From an optimization exercise on the open Yosys and OpenROAD flow, aimed at small area and few clock cycles; shortcuts taken in it are not production practice.
The RTL was checked by simulation tests, not by an equivalence proof against the original design.
Power figures rest on the tool's default switching activity, not on a simulated workload.

== v25 ==
==> flow/design.v <==
module sha256_feeder (
    input  logic         clk,
    input  logic         rst,
    input  logic         in_valid,
    output logic         in_ready,
    input  logic [31:0]  in_data,
    input  logic         in_last,
    input  logic [2:0]   in_bytes,
    output logic         core_rst_n,
    output logic         core_calcu_en,
    output logic [31:0]  core_word,
    input  logic         core_calcu_rdy,
    output logic         core_read_en,
    input  logic [31:0]  core_word_out,
    output logic [255:0] digest,
    output logic         digest_valid
);
    localparam int N = 15;           
    typedef enum logic [1:0] {CRST, IDLE, SEND, READ} state_t;
    state_t             state;
    logic [N-1:0][31:0] fb;          
    logic [N-1:0]       fv;          
    logic [N-1:0]       ld;          
    logic [3:0]         cnt;         
    logic [29:0]        wc;          
    logic [1:0]         lb;          
    logic               last_seen;   
    logic               mk_done;     
    logic               len_q;       
    logic               dv;
    logic full, compact, start_ok, go, sending, pop, push, store;
    logic tail, marker, len_now, rd_last, brk;
    assign full    = &fv;
    assign compact = &(fv[N-2:0] | ~fv[N-1:1]);
    assign start_ok = last_seen ? compact : (full && in_valid);
    assign go      = (state == IDLE) && start_ok && core_calcu_rdy;
    assign sending = go || (state == SEND);
    assign pop     = sending && fv[0];
    assign brk      = (state == READ);
    assign in_ready = !last_seen && (brk ? !(&fv[N-1:7]) :
                      (!full || ((state == SEND) && fv[0]) ||
                       ((state == IDLE) && core_calcu_rdy)));
    assign push     = in_valid && in_ready;
    assign store    = push && (in_bytes != 3'd0);
    assign tail    = last_seen && fv[0] && !(|fv[N-1:1]) && (lb != 2'd0);
    assign marker  = last_seen && !fv[0] && !mk_done;
    assign len_now = last_seen && !fv[0] && mk_done;
    assign rd_last = (state == READ) && cnt[3];
    assign core_rst_n    = !((state == CRST) || rd_last);
    assign core_calcu_en = go;
    assign core_read_en  = (state == READ) && !cnt[3] && core_calcu_rdy;
    assign digest_valid  = dv;
    always_comb begin
        if (fv[0]) begin
            core_word = fb[0];
            if (tail) begin
                case (lb)
                    2'd1:    core_word = {fb[0][31:24], 24'h80_0000};
                    2'd2:    core_word = {fb[0][31:16], 16'h8000};
                    default: core_word = {fb[0][31:8], 8'h80};
                endcase
            end
        end else if (marker) begin
            core_word = 32'h8000_0000;
        end else if ((cnt == 4'd14) && len_now) begin
            core_word = {29'b0, wc[29:27]};
        end else if ((cnt == 4'd15) && len_q) begin
            core_word = {wc[26:0], lb, 3'b0};
        end else begin
            core_word = 32'h0;
        end
    end
    always_comb begin
        ld[0] = !fv[0] || pop || brk;
        for (int i = 1; i < 7; i++) ld[i] = !fv[i] || ld[i-1];
        ld[7] = !fv[7] || (ld[6] && !brk);
        for (int i = 8; i < N; i++) ld[i] = !fv[i] || ld[i-1];
    end
    always_ff @(posedge clk) begin
        if (rst) begin
            state     <= CRST;
            fv        <= '0;
            cnt       <= '0;
            wc        <= '0;
            lb        <= '0;
            last_seen <= 1'b0;
            mk_done   <= 1'b0;
            len_q     <= 1'b0;
            dv        <= 1'b0;
        end else begin
            dv <= 1'b0;
            for (int i = 0; i < 6; i++) if (ld[i]) fv[i] <= fv[i+1];
            if (ld[6]) fv[6] <= fv[7] && !brk;
            for (int i = 7; i < N-1; i++) if (ld[i]) fv[i] <= fv[i+1];
            if (ld[N-1]) fv[N-1] <= store;
            if (push) begin
                if (in_bytes[2]) wc <= wc + 30'd1;
                if (in_last) begin
                    last_seen <= 1'b1;
                    lb        <= in_bytes[1:0];
                end
            end
            if (sending && (tail || marker)) mk_done <= 1'b1;
            case (state)
                CRST: state <= IDLE;
                IDLE: begin
                    cnt <= 4'd0;
                    if (go) begin
                        state <= SEND;
                        cnt   <= 4'd1;
                    end
                end
                SEND: begin
                    cnt   <= cnt + 4'd1;
                    len_q <= (cnt == 4'd14) && len_now;
                    if (cnt == 4'd15) begin
                        if (len_q) begin
                            state     <= READ;
                            cnt       <= 4'd0;
                            last_seen <= 1'b0;
                            mk_done   <= 1'b0;
                            wc        <= '0;
                        end else begin
                            state <= IDLE;
                        end
                    end
                end
                READ: begin
                    if (core_read_en) cnt <= cnt + 4'd1;
                    if (cnt[3]) begin
                        dv     <= 1'b1;
                        state  <= IDLE;
                    end
                end
                default: state <= CRST;
            endcase
        end
    end
    logic dg_ld, dg_hold;
    assign dg_ld   = !rst && rd_last;
    assign dg_hold = !rst && !rd_last;
    always_ff @(posedge clk)
        digest <= (digest & {256{dg_hold}}) |
                  ({fb[0], fb[1], fb[2], fb[3], fb[4], fb[5], fb[6], core_word_out} & {256{dg_ld}});
    always_ff @(posedge clk) begin
        for (int i = 0; i < N-1; i++) if (ld[i]) fb[i] <= (i == 6 && brk) ? core_word_out : fb[i+1];
        if (ld[N-1]) fb[N-1] <= in_data;
    end
endmodule
==> flow/config.mk <==
export PLATFORM = sky130hd
export DESIGN_NAME = sha256_feeder
export DESIGN_NICKNAME = sha256_feeder
export VERILOG_FILES = /design/flow/design.v
export SDC_FILE = /design/flow/constraint.sdc
export NUM_CORES = 4
export LEC_CHECK = 0
export CAP_MARGIN = 20
export CORE_MARGIN = 2
export CORE_UTILIZATION = 70
export SLEW_MARGIN = 20
==> flow/constraint.sdc <==
create_clock -name core_clock -period 5.0 [get_ports {clk}]
set_input_delay 1.0000 -clock core_clock [delete_from_list [all_inputs] [get_ports {clk}]]
set_output_delay 1.0000 -clock core_clock [all_outputs]
set_load 0.01 [all_outputs]
standard.sh (not shown) runs the stock make flow with config.mk's settings and CLKGATE_MAP_FILE= SYNTH_SCRIPT=/design/flow/synth_recipe.tcl, a recipe that flattens the netlist after the stock synthesis.
==> flow/flow/run.sh <==
#!/bin/bash
# Standard layout, with plain buf_1 port buffers and no CTS dummy loads.
set -euo pipefail
export BUFFER_PORTS_ARGS="-buffer_cell sky130_fd_sc_hd__buf_1"
export CTS_ARGS="-sink_clustering_enable -repair_clock_nets -dont_use_dummy_load -buf_list sky130_fd_sc_hd__clkbuf_4 -sink_clustering_size 10 -sink_clustering_max_diameter 40"
bash standard.sh > standard.log 2>&1
Testbench counts of v25, summed over its fixed seeds: cycles 32,916.
Edits applied to the flow inputs when going from v25 to v40:
==> flow/flow/run.sh <==
#!/bin/bash
# Standard layout, with plain buf_1 port buffers and no CTS dummy loads.
set -euo pipefail
export BUFFER_PORTS_ARGS="-buffer_cell sky130_fd_sc_hd__buf_1"
export CTS_ARGS="-sink_clustering_enable -repair_clock_nets -dont_use_dummy_load -buf_list sky130_fd_sc_hd__clkbuf_8 -sink_clustering_size 16 -sink_clustering_max_diameter 60"
bash standard.sh > standard.log 2>&1
[summary]
Higher final critical-path share of the clock period among v40 and v25: v25
v40 vs. v25: hold slack rose by 0.027 ns, average footprint of a synthesized cell stayed essentially flat, number of nets in the final layout fell by 2.0%.
On count of clock-buffer cells in the layout, the lower figure sits with v40, not v25.
v40 vs v25: total power up slightly
From v25 to v40 the numbers moved as follows: filler cell count in the final layout fell by 49, slew of the pin with the lowest slew margin dropped 0.013 ns, post-detailed-route DRC marker count has remained practically unchanged, post-layout instance area closely matched the old numbers.
--- input diff v40..v43 ---
==> flow/flow/run.sh <==
#!/bin/bash
# Standard layout, with plain buf_1 port buffers and no CTS dummy loads.
set -euo pipefail
export BUFFER_PORTS_ARGS="-buffer_cell sky130_fd_sc_hd__buf_1"
export CTS_ARGS="-sink_clustering_enable -repair_clock_nets -dont_use_dummy_load -buf_list sky130_fd_sc_hd__clkbuf_8 -sink_clustering_size 22 -sink_clustering_max_diameter 50"
bash standard.sh > standard.log 2>&1
==> run notes <==
Per the final summary, v43 finished and its layout is clean on timing, DRC and antenna. In v43 relative to v40, total internal power had gone down slightly. Clock network power share: v43 lower than v40. On clock transition at the register clock pins on the worst setup and hold paths after CTS, v43 and v40 are basically level. Area: v43 vs v40 -> v43 smaller. Compared with v40, in v43 area overhead of the layout relative to synthesis lower, total power of the final layout now smaller, instance count after placement with tap cells included neither gained nor lost much. The start point of the critical path comes out fv[0] in one run and cnt[3] in the other, namely in v40 and v43 respectively.

-- port drivers added, routing unchanged --
How much do the figures lean on ideal ports? The routed layouts below were timed once more, with nothing changed but the port constraints.
Step 1 sets driving cells, clkbuf_16 on the clock port and buf_2 on the other inputs (assumed; they add their load-dependent delay and slew).
Step 2, shift: input delay + t, output delay - t, t = (earliest + latest rising clock arrival at the registers) / 2. This alone moves slack from input paths to output paths.
Slacks: ideal / step 1 / step 2; pairs: ideal / step 1.
| run | t (ns) | slack for setup (ns) | worst setup path after step 2 | clock arrival spread, ns | worst slew at a driven data input, ns |
|---|---|---|---|---|---|
| v25 | 0.808 | 0.836 / 0.787 / 1.206 | input to register | 0.101 / 0.101 | 0.05 |
| v40 | 0.681 | 0.912 / 0.862 / 1.230 | input to register | 0.045 / 0.045 | 0.05 |
| v43 | 0.681 | 0.878 / 0.826 / 1.256 | input to register | 0.066 / 0.065 | 0.05 |
After both steps setup and hold are still met in every run listed.
